Context: an optimization exercise on an open-source flow, tuned for small area, a short achievable clock period and few clock cycles. The choices shown serve that exercise and are no tape-out recipe. In this exercise RTL edits were held to simulation tests only and were not proved equivalent to the original. Power and IR drop assume default switching activity.

## flow/run.sh

```bash
#!/bin/bash
# synth_recipe.tcl (not shown) runs the flow's synth.tcl, then flattens the netlist and writes it again
# the make line also repeats each setting of config.mk as NAME=value (left out here)
make -C /OpenROAD-flow-scripts/flow DESIGN_CONFIG=/design/flow/config.mk WORK_HOME=/design/flow/orfs CLKGATE_MAP_FILE= SYNTH_SCRIPT=/design/flow/synth_recipe.tcl finish
```

## flow/config.mk

```make
export PLATFORM = sky130hd
export DESIGN_NAME = rvCoreTop
export DESIGN_NICKNAME = rvCoreTop
export VERILOG_FILES = /design/flow/design.v
export SDC_FILE = /design/flow/constraint.sdc
export NUM_CORES = 4
export LEC_CHECK = 0
export CAP_MARGIN = 20
export CORE_MARGIN = 2
export CORE_UTILIZATION = 40
export PLACE_DENSITY = 0.6
export SLEW_MARGIN = 20
```

## flow/constraint.sdc

```tcl
create_clock -name core_clock -period 10.0 [get_ports {clk}]
set_input_delay 2.0000 -clock core_clock [delete_from_list [all_inputs] [get_ports {clk}]]
set_output_delay 2.0000 -clock core_clock [all_outputs]
set_load 0.01 [all_outputs]
```

## flow/design.v

```verilog
package rvCorePkg;
    typedef logic [32-1:0] word_t;
    typedef logic [$clog2(32)-1:0] regIdx_t;
    typedef logic [4-1:0] strb_t;
    typedef struct packed {
        word_t paddr;
        logic  psel;
        logic  penable;
        logic  pwrite;
        word_t pwdata;
        strb_t pstrb;
    } apbReq_t;
    typedef struct packed {
        word_t prdata;
        logic  pready;
    } apbResp_t;
    typedef struct packed {
        logic  valid;   
        logic  write;
        word_t addr;
        word_t wdata;
        strb_t strb;
    } memReq_t;
    typedef struct packed {
        logic  done;   
        word_t rdata;
    } memResp_t;
    typedef enum logic [2:0] {
        ALU_ADD,
        ALU_SUB,
        ALU_AND,
        ALU_OR,
        ALU_XOR,
        ALU_SLT,
        ALU_PASSB
    } aluOp_e;
    typedef struct packed {
        aluOp_e     aluOp;
        logic       useImm;
        logic       regWrite;
        logic       memRead;
        logic       memWrite;
        logic       branch;
        logic [1:0] branchCond;   
        logic [1:0] memSize;      
        logic       memUnsigned;
        regIdx_t    rd;
        regIdx_t    rs1;
        regIdx_t    rs2;
        word_t      imm;
    } ctrl_t;
    typedef enum logic [1:0] {
        STAGE_FETCH,
        STAGE_EXEC,
        STAGE_MEM,
        STAGE_WB
    } stage_e;
endpackage
`timescale 1ns/1ps
module coreSequencer (
    input  logic clk,
    input  logic reset,
    input  logic isMem,
    input  logic fetchDone,
    input  logic memDone,
    output logic fetchStart,
    output logic latchExec,
    output logic memStart,
    output logic regWriteEn,
    output logic pcUpdate
);
    rvCorePkg::stage_e stage, stageNext;
    logic booted;   
    always_comb begin
        stageNext = stage;
        case (stage)
            rvCorePkg::STAGE_FETCH: if (fetchDone) stageNext = rvCorePkg::STAGE_EXEC;
            rvCorePkg::STAGE_EXEC:  stageNext = isMem ? rvCorePkg::STAGE_MEM : rvCorePkg::STAGE_WB;
            rvCorePkg::STAGE_MEM:   if (memDone) stageNext = rvCorePkg::STAGE_WB;
            default:                stageNext = rvCorePkg::STAGE_FETCH;
        endcase
    end
    always_ff @(posedge clk) begin
        if (reset) begin
            stage  <= rvCorePkg::STAGE_FETCH;
            booted <= 1'b0;
        end else begin
            stage  <= stageNext;
            booted <= 1'b1;
        end
    end
    assign fetchStart = ~booted | (stage == rvCorePkg::STAGE_WB);
    assign latchExec  = (stage == rvCorePkg::STAGE_EXEC);
    assign memStart   = (stage == rvCorePkg::STAGE_EXEC) & isMem;
    assign regWriteEn = (stage == rvCorePkg::STAGE_WB);
    assign pcUpdate   = (stage == rvCorePkg::STAGE_WB);
endmodule
`timescale 1ns/1ps
module fetchUnit (
    input  logic                clk,
    input  logic                reset,
    input  logic                fetchStart,
    input  logic                pcUpdate,
    input  logic                branchTaken,
    input  rvCorePkg::word_t    branchTarget,
    output rvCorePkg::memReq_t  fetchReq,
    input  rvCorePkg::memResp_t fetchResp,
    output logic                fetchDone,
    output rvCorePkg::word_t    pc,
    output rvCorePkg::word_t    instr
);
    logic reqValid;
    always_ff @(posedge clk) begin
        if (reset) begin
            pc       <= 32'h0000_0000;
            reqValid <= 1'b0;
        end else begin
            if (pcUpdate) pc <= branchTaken ? branchTarget : pc + 32'(4);
            if (fetchStart) reqValid <= 1'b1;
            else if (fetchResp.done) reqValid <= 1'b0;
        end
    end
    always_ff @(posedge clk) begin
        if (fetchResp.done) instr <= fetchResp.rdata;   
    end
    assign fetchReq.valid = reqValid;
    assign fetchReq.write = 1'b0;
    assign fetchReq.addr  = pc;
    assign fetchReq.wdata = '0;
    assign fetchReq.strb  = '0;
    assign fetchDone = fetchResp.done & reqValid;
endmodule
`timescale 1ns/1ps
module decoder (
    input  rvCorePkg::word_t instr,
    output rvCorePkg::ctrl_t ctrl,
    output logic             isMem
);
    localparam logic [6:0] OP_LUI    = 7'b0110111;
    localparam logic [6:0] OP_IMM    = 7'b0010011;
    localparam logic [6:0] OP_REG    = 7'b0110011;
    localparam logic [6:0] OP_LOAD   = 7'b0000011;
    localparam logic [6:0] OP_STORE  = 7'b0100011;
    localparam logic [6:0] OP_BRANCH = 7'b1100011;
    rvCorePkg::word_t immI, immS, immB, immU;
    logic [2:0] funct3;
    function automatic rvCorePkg::aluOp_e aluSelect(input logic [2:0] f3, input logic subtract);
        case (f3)
            3'b000:  aluSelect = subtract ? rvCorePkg::ALU_SUB : rvCorePkg::ALU_ADD;
            3'b010:  aluSelect = rvCorePkg::ALU_SLT;
            3'b100:  aluSelect = rvCorePkg::ALU_XOR;
            3'b110:  aluSelect = rvCorePkg::ALU_OR;
            3'b111:  aluSelect = rvCorePkg::ALU_AND;
            default: aluSelect = rvCorePkg::ALU_ADD;
        endcase
    endfunction
    assign funct3 = instr[14:12];
    assign immI = {{(32-12){instr[31]}}, instr[31:20]};
    assign immS = {{(32-12){instr[31]}}, instr[31:25], instr[11:7]};
    assign immB = {{(32-13){instr[31]}}, instr[31], instr[7], instr[30:25],
                   instr[11:8], 1'b0};
    assign immU = {instr[31:12], 12'b0};
    always_comb begin
        ctrl             = '0;   
        ctrl.aluOp       = rvCorePkg::ALU_ADD;
        ctrl.rd          = instr[11:7];
        ctrl.rs1         = instr[19:15];
        ctrl.rs2         = instr[24:20];
        ctrl.memSize     = funct3[1:0];
        ctrl.memUnsigned = funct3[2];
        ctrl.branchCond  = {funct3[2], funct3[0]};
        case (instr[6:0])
            OP_LUI: begin
                ctrl.regWrite = 1'b1;
                ctrl.useImm   = 1'b1;
                ctrl.aluOp    = rvCorePkg::ALU_PASSB;
                ctrl.imm      = immU;
            end
            OP_IMM: begin
                ctrl.regWrite = 1'b1;
                ctrl.useImm   = 1'b1;
                ctrl.aluOp    = aluSelect(funct3, 1'b0);
                ctrl.imm      = immI;
            end
            OP_REG: begin
                ctrl.regWrite = 1'b1;
                ctrl.aluOp    = aluSelect(funct3, instr[30]);
            end
            OP_LOAD: begin
                ctrl.regWrite = 1'b1;
                ctrl.memRead  = 1'b1;
                ctrl.useImm   = 1'b1;
                ctrl.imm      = immI;
            end
            OP_STORE: begin
                ctrl.memWrite = 1'b1;
                ctrl.useImm   = 1'b1;
                ctrl.imm      = immS;
            end
            OP_BRANCH: begin
                ctrl.branch = 1'b1;
                ctrl.aluOp  = rvCorePkg::ALU_SUB;   
                ctrl.imm    = immB;
            end
            default: ;
        endcase
    end
    assign isMem = ctrl.memRead | ctrl.memWrite;
endmodule
`timescale 1ns/1ps
module regFile (
    input  logic               clk,
    input  logic               reset,
    input  rvCorePkg::regIdx_t rs1,
    input  rvCorePkg::regIdx_t rs2,
    output rvCorePkg::word_t   rdata1,
    output rvCorePkg::word_t   rdata2,
    input  logic               writeEn,
    input  rvCorePkg::regIdx_t rd,
    input  rvCorePkg::word_t   wdata
);
    rvCorePkg::word_t regs [32];
    always_ff @(posedge clk) begin
        if (reset) begin
            for (int i = 0; i < 32; i++) regs[i] <= '0;
        end else if (writeEn && rd != '0) begin   
            regs[rd] <= wdata;
        end
    end
    assign rdata1 = regs[rs1];
    assign rdata2 = regs[rs2];
endmodule
`timescale 1ns/1ps
module execUnit (
    input  logic             clk,
    input  logic             reset,
    input  logic             latchExec,
    input  rvCorePkg::ctrl_t ctrl,
    input  rvCorePkg::word_t pc,
    input  rvCorePkg::word_t rdata1,
    input  rvCorePkg::word_t rdata2,
    output rvCorePkg::word_t result,
    output rvCorePkg::word_t storeData,
    output logic             branchTaken,
    output rvCorePkg::word_t branchTarget
);
    rvCorePkg::word_t opB, aluOut;
    logic isZero, isLess, condMet;
    assign opB    = ctrl.useImm ? ctrl.imm : rdata2;
    assign isLess = $signed(rdata1) < $signed(opB);
    assign isZero = (aluOut == '0);
    always_comb begin
        case (ctrl.aluOp)
            rvCorePkg::ALU_SUB:   aluOut = rdata1 - opB;
            rvCorePkg::ALU_AND:   aluOut = rdata1 & opB;
            rvCorePkg::ALU_OR:    aluOut = rdata1 | opB;
            rvCorePkg::ALU_XOR:   aluOut = rdata1 ^ opB;
            rvCorePkg::ALU_SLT:   aluOut = rvCorePkg::word_t'(isLess);
            rvCorePkg::ALU_PASSB: aluOut = opB;   
            default:              aluOut = rdata1 + opB;
        endcase
    end
    always_comb begin
        case (ctrl.branchCond)
            2'b00:   condMet = isZero;
            2'b01:   condMet = ~isZero;
            2'b10:   condMet = isLess;
            default: condMet = ~isLess;
        endcase
    end
    always_ff @(posedge clk) begin
        if (reset) branchTaken <= 1'b0;
        else if (latchExec) branchTaken <= ctrl.branch & condMet;
    end
    always_ff @(posedge clk) begin
        if (latchExec) begin
            result       <= aluOut;
            storeData    <= rdata2;
            branchTarget <= pc + ctrl.imm;
        end
    end
endmodule
`timescale 1ns/1ps
module loadStoreUnit (
    input  logic                clk,
    input  logic                reset,
    input  logic                memStart,
    input  rvCorePkg::ctrl_t    ctrl,
    input  rvCorePkg::word_t    addr,
    input  rvCorePkg::word_t    storeData,
    output rvCorePkg::memReq_t  dataReq,
    input  rvCorePkg::memResp_t dataResp,
    output logic                memDone,
    output rvCorePkg::word_t    wbData
);
    logic reqValid;
    logic [1:0] byteOff;
    rvCorePkg::strb_t sizeMask;
    rvCorePkg::word_t laneData, extended, loadData;
    assign byteOff = addr[1:0];
    always_comb begin
        case (ctrl.memSize)
            2'b00:   sizeMask = rvCorePkg::strb_t'(1);
            2'b01:   sizeMask = rvCorePkg::strb_t'(3);
            default: sizeMask = '1;
        endcase
    end
    always_ff @(posedge clk) begin
        if (reset) reqValid <= 1'b0;
        else if (memStart) reqValid <= 1'b1;
        else if (dataResp.done) reqValid <= 1'b0;
    end
    assign dataReq.valid = reqValid;
    assign dataReq.write = ctrl.memWrite;
    assign dataReq.addr  = {addr[32-1:2], 2'b00};
    assign dataReq.wdata = storeData << {byteOff, 3'b000};
    assign dataReq.strb  = sizeMask << byteOff;
    assign memDone = dataResp.done & reqValid;
    assign laneData = dataResp.rdata >> {byteOff, 3'b000};
    always_comb begin
        case (ctrl.memSize)
            2'b00:   extended = {{(32-8){laneData[7] & ~ctrl.memUnsigned}}, laneData[7:0]};
            2'b01:   extended = {{(32-16){laneData[15] & ~ctrl.memUnsigned}},
                                 laneData[15:0]};
            default: extended = laneData;
        endcase
    end
    always_ff @(posedge clk) begin
        if (dataResp.done) loadData <= extended;
    end
    assign wbData = ctrl.memRead ? loadData : addr;   
endmodule
`timescale 1ns/1ps
module busArbiter (
    input  logic                clk,
    input  logic                reset,
    input  rvCorePkg::memReq_t  fetchReq,
    input  rvCorePkg::memReq_t  dataReq,
    output rvCorePkg::memResp_t fetchResp,
    output rvCorePkg::memResp_t dataResp,
    output rvCorePkg::apbReq_t  apbReq,
    input  rvCorePkg::apbResp_t apbResp
);
    typedef enum logic [1:0] {
        APB_IDLE,
        APB_SETUP,
        APB_ACCESS
    } apbPhase_e;
    apbPhase_e phase;
    logic grantData;   
    logic xferDone;
    rvCorePkg::memReq_t granted;
    always_ff @(posedge clk) begin
        if (reset) begin
            phase     <= APB_IDLE;
            grantData <= 1'b0;
        end else begin
            case (phase)
                APB_IDLE: begin
                    if (dataReq.valid) begin   
                        grantData <= 1'b1;
                        phase     <= APB_SETUP;
                    end else if (fetchReq.valid) begin
                        grantData <= 1'b0;
                        phase     <= APB_SETUP;
                    end
                end
                APB_SETUP: phase <= APB_ACCESS;
                default:   if (apbResp.pready) phase <= APB_IDLE;   
            endcase
        end
    end
    assign granted  = grantData ? dataReq : fetchReq;
    assign xferDone = (phase == APB_ACCESS) & apbResp.pready;
    assign apbReq.paddr   = granted.addr;
    assign apbReq.psel    = phase != APB_IDLE;
    assign apbReq.penable = phase == APB_ACCESS;
    assign apbReq.pwrite  = granted.write;
    assign apbReq.pwdata  = granted.wdata;
    assign apbReq.pstrb   = granted.write ? granted.strb : '0;
    assign fetchResp.done  = xferDone & ~grantData;
    assign fetchResp.rdata = apbResp.prdata;
    assign dataResp.done   = xferDone & grantData;
    assign dataResp.rdata  = apbResp.prdata;
endmodule
`timescale 1ns/1ps
module rvCore (
    input  logic               clk,
    input  logic               reset,
    output rvCorePkg::apbReq_t apbReq,
    input  rvCorePkg::apbResp_t apbResp
);
    logic fetchStart, latchExec, memStart, regWriteEn, pcUpdate;
    logic fetchDone, memDone, isMem, branchTaken;
    rvCorePkg::ctrl_t ctrl;
    rvCorePkg::word_t pc, instr, rdata1, rdata2;
    rvCorePkg::word_t result, storeData, branchTarget, wbData;
    rvCorePkg::memReq_t fetchReq, dataReq;
    rvCorePkg::memResp_t fetchResp, dataResp;
    coreSequencer uSequencer (
        .clk(clk), .reset(reset), .isMem(isMem), .fetchDone(fetchDone), .memDone(memDone),
        .fetchStart(fetchStart), .latchExec(latchExec), .memStart(memStart),
        .regWriteEn(regWriteEn), .pcUpdate(pcUpdate)
    );
    fetchUnit uFetch (
        .clk(clk), .reset(reset), .fetchStart(fetchStart), .pcUpdate(pcUpdate),
        .branchTaken(branchTaken), .branchTarget(branchTarget),
        .fetchReq(fetchReq), .fetchResp(fetchResp), .fetchDone(fetchDone),
        .pc(pc), .instr(instr)
    );
    decoder uDecoder (.instr(instr), .ctrl(ctrl), .isMem(isMem));
    regFile uRegs (
        .clk(clk), .reset(reset), .rs1(ctrl.rs1), .rs2(ctrl.rs2),
        .rdata1(rdata1), .rdata2(rdata2),
        .writeEn(regWriteEn & ctrl.regWrite), .rd(ctrl.rd), .wdata(wbData)
    );
    execUnit uExec (
        .clk(clk), .reset(reset), .latchExec(latchExec), .ctrl(ctrl), .pc(pc),
        .rdata1(rdata1), .rdata2(rdata2), .result(result), .storeData(storeData),
        .branchTaken(branchTaken), .branchTarget(branchTarget)
    );
    loadStoreUnit uLsu (
        .clk(clk), .reset(reset), .memStart(memStart), .ctrl(ctrl), .addr(result),
        .storeData(storeData), .dataReq(dataReq), .dataResp(dataResp),
        .memDone(memDone), .wbData(wbData)
    );
    busArbiter uArbiter (
        .clk(clk), .reset(reset), .fetchReq(fetchReq), .dataReq(dataReq),
        .fetchResp(fetchResp), .dataResp(dataResp), .apbReq(apbReq), .apbResp(apbResp)
    );
endmodule
`timescale 1ns/1ps
module rvCoreTop (
    input  logic        clk,
    input  logic        reset,
    output logic [31:0] paddr,
    output logic        psel,
    output logic        penable,
    output logic        pwrite,
    output logic [31:0] pwdata,
    output logic [3:0]  pstrb,
    input  logic [31:0] prdata,
    input  logic        pready
);
    rvCorePkg::apbReq_t  apbReq;
    rvCorePkg::apbResp_t apbResp;
    rvCore uCore (.clk(clk), .reset(reset), .apbReq(apbReq), .apbResp(apbResp));
    assign paddr   = apbReq.paddr;
    assign psel    = apbReq.psel;
    assign penable = apbReq.penable;
    assign pwrite  = apbReq.pwrite;
    assign pwdata  = apbReq.pwdata;
    assign pstrb   = apbReq.pstrb;
    assign apbResp.prdata = prdata;
    assign apbResp.pready = pready;
endmodule
```

==> results_dict.tcl <==
set metrics [dict create \
    synth_area_leaders "edfxtp_1, mux4_2, nor2_1" \
    vias_per_cell 6.41 \
    path_cells "buf_12, buf_4, mux4_2, mux4_2, mux2_2, o21ai_0, ha_1, nor4_1, nand3_1, a211oi_1, nor4b_2, o41ai_1, a221oi_1, and4_1, a211oi_1, nand3_1, nor4_2, or4_1, o311ai_1" \
    post_cts_buffers 0 \
    drt-total-wl_um 244000 \
    dieArea_um2 175000 \
    cp_top_family "compound AO/OA/AOI/OAI gates" \
    rows 151 \
    synth.ff_latch_count 1235 \
    cp_num_cells 19 \
    via_count 47642 \
    clk_latency_ns 0.79 \
    gp_congestion 0.956 \
    seq_area_frac_synth 0.534 \
    final_nets 5277 \
    status "timing/DRC/antenna clean" \
    crit_path_start_kind "register" \
    h-tree-depth 4 \
    final_max_slew_viol_count 0 \
    post-route-period-util 0.745 \
    synth.avg_cell_area_um2 13.3 \
    final_hold_viol_count 0 \
    cts_tree "built" \
    avgRoutedWirePerCell_um 32.8 \
    clkTransAtPathRegs_ns 0.06 \
    ant_nets 0 \
    crit_path_max_incr_delay_ns 0.88 \
    worstRegToRegCells 19 \
    clkPwrFrac 0.360 \
    grt_pass1_vias 46596 \
    period_needed_ns 7.45 \
    layout_commonest_cell "nor2_1" \
    grt_setup_unrepaired "false" \
    port_buffers 105 \
    busiest_layer "met2" \
    setup_viol 0 \
    placedInstanceArea_um2 72800 \
    use_met1 0.366 \
    syn_to_final_growth_pct 12.6 \
    drc 0 \
    dp_hpwl_um 151000 \
    netlist_area_um2 68500 \
    p_int_mw 9.65 \
    start_util 0.404 \
    ys_types 99 \
    track_usage 0.278 \
    critPathRequiredTime_ns 10.62 \
    clockRootBuffer "clkbuf_16" \
    swShare 0.295 \
    power_frac_comb 0.188 \
    crit_buf_inv 2 \
    finClkSkew_ns 0.0312 \
    synth.largest_area_cell "edfxtp_1" \
    fillers 14991 \
    die_h_um 418 \
    grt_overflow 0 \
    seqPwrFrac 0.452 \
    synthCells 5138 \
    final_cell_mix "nor2_1, edfxtp_1, mux4_2, nand2_1, a21oi_1" \
    crit_slowest_cell "dfxtp_4" \
    grt_pass1_wl_um 344000 \
    first_pass_iters 8 \
    synthArstFlopShare 0 \
    power.switching_mw 4.03 \
    ir_drop_v 0.000147 \
    cts_sinks 1235 \
    synth.top_cell.area_share 0.519 \
    use_met2 0.429 \
    io_pins 106 \
    setup_tns_ns 0 \
    synth_warnings 7 \
    clock_path_buffers 3 \
    initialDrtViolationCount 6891 \
    critPathKind "register to register" \
    grt_max_degree 120 \
    register_area_um2 36600 \
    min_path_cells 1 \
    powerDensity_nw_per_um2 177 \
    hp-class "register to register" \
    slew_headroom 0.238 \
    die_w_um 418 \
    ctsHoldBuffers 0 \
    ys.flop_type "edfxtp_1" \
    drive_above_1_share 0.237 \
    cap_violations 0 \
    postLayoutCellArea_um2 77200 \
    worst_pin_slew_ns 1.14 \
    p_leak_nw 27.2 \
    numCtsBuffers 135 \
    antenna_found_initial 6 \
    arrival_ns 8.07 \
    fmax_mhz 134 \
    synth_edf_count 1184 \
    end_kind "register" \
    multiInputGateArea_um2 30300 \
    grt_use_met3 0.0726 \
    cts-resized-gates 0 \
    core_um2 170000 \
    worst-path-max-fanout 36 \
]
==> power groups by stage <==
stage / Sequential (mW) / Combinational (mW) / Clock [mW]
finish: 6.19 / 2.57 / 4.92
global route: 6.20 / 2.70 / 5.16
CTS: 6.18 / 2.49 / 4.97
detailed placement: 6.29 / 2.48 / 0
global placement: 6.28 / 2.41 / 0
floorplan: 6.16 / 1.60 / 0
==> kinds of logic after synthesis <==
logic type / synth area share
compound gates: 0.0542
mux: 0.240
flops: 0.534
xor+xnor: 0.00563
fa+ha+maj: 0.0250
buf+inv: 0.0336
other cells: 0.0000547
simple gates: 0.107
==> sequential cells by signal, summed over array words and instances, names as in the netlist, 2 cells and up, named ones only <==
name / cells
uCore.uRegs.regs: 1024
uCore.uExec.branchTarget: 32
uCore.uExec.result: 32
uCore.uExec.storeData: 32
uCore.uFetch.instr: 32
uCore.uFetch.pc: 32
uCore.uLsu.loadData: 32
uCore.uArbiter.phase: 2
uCore.uSequencer.stage: 2
==> per-stage QoR <==
stage	power (mW)	instances	hold WS (ns)	util	worst slack [ns]
6_report	13.7	7435	0.421	0.455	2.55
4_1_cts	13.6	7428	0.424	0.454	2.69
2_1_floorplan	7.76	5169	0.408	-	4.01
3_3_place_gp	8.69	7171	0.410	0.427	2.74
3_5_place_dp	8.77	7184	0.421	0.429	2.73
5_1_grt	14.1	7433	0.443	0.455	2.17
==> path summary, 6_finish.rpt <==
path                                                       from                                   end  slack [ns]
worst max-delay path                                   register  uCore.uExec.branchTaken$_SDFFE_PP0N_        2.55
worst min-delay path            uCore.uSequencer.booted$_DFF_P_    uCore.uFetch.reqValid$_SDFFE_PP0P_        0.42
worst max register to register                         register  uCore.uExec.branchTaken$_SDFFE_PP0N_        2.55
worst min register to register  uCore.uSequencer.booted$_DFF_P_    uCore.uFetch.reqValid$_SDFFE_PP0P_        0.42
==> layer usage <==
metal | routed length (µm) | share of wire | vias to the layer above
met2 | 111000 | 0.46 | 3160
li1 | - | - | 19477
met4 | 12700 | 0.052 | 8
met3 | 29000 | 0.12 | 568
met5 | 62 | 0.00025 | -
met1 | 91100 | 0.37 | 24429
==> synthesized netlist by cell type (all sizes together), types with 11 or more instances <==
cell,instances
a211oi,38
o211ai,19
nand3,40
nor4,33
mux2i,75
or3,19
o31ai,21
a21o,31
clkbuf,365
a221oi,22
and3,24
inv,134
o21ai,114
and2,35
nor2,1210
buf,98
a31oi,33
nor3b,14
o221ai,11
mux2,114
edfxtp,1184
mux4,640
nand2,218
nand2b,23
xnor2,36
nor2b,25
ha,132
dfxtp,51
nor3,48
o21a,12
a21oi,152
o21bai,14
==> area by class of cell <==
| class | instances | area share |
|---|---|---|
| flip-flops and latches | 1235 | 0.474 |
| multi-input cells | 3335 | 0.393 |
| clock buffers | 174 | 0.0468 |
| well taps | 2218 | 0.0360 |
| repair buffers | 264 | 0.0345 |
| clock inverters | 70 | 0.00845 |
| inverters | 136 | 0.00662 |
| diodes | 3 | 0.0000973 |
Testbench counts, summed over its fixed seeds: cycles 129,079.

## separate check: timing with driven ports
How much do the figures lean on ideal ports? The routed layout below was timed once more, with nothing changed but the port constraints.
Step 1 sets driving cells, clkbuf_16 on the clock port and buf_2 on the other inputs (assumed; they add their load-dependent delay and slew).
Step 2, shift: input delay + t, output delay - t, t = (earliest + latest rising clock arrival at the registers) / 2. This alone moves slack from input paths to output paths.
Slacks: ideal ports / drivers / drivers and shift; pairs: ideal ports / drivers.
t, ns: 0.863
setup slack, ns: 2.545 / 2.545 / 2.545
hold slack, ns: 0.421 / 0.421 / 0.421
After both steps this run still meets setup and hold. For this run, drivers alone change the setup slack by 0.000 ns; drivers and shift together by 0.000 ns.
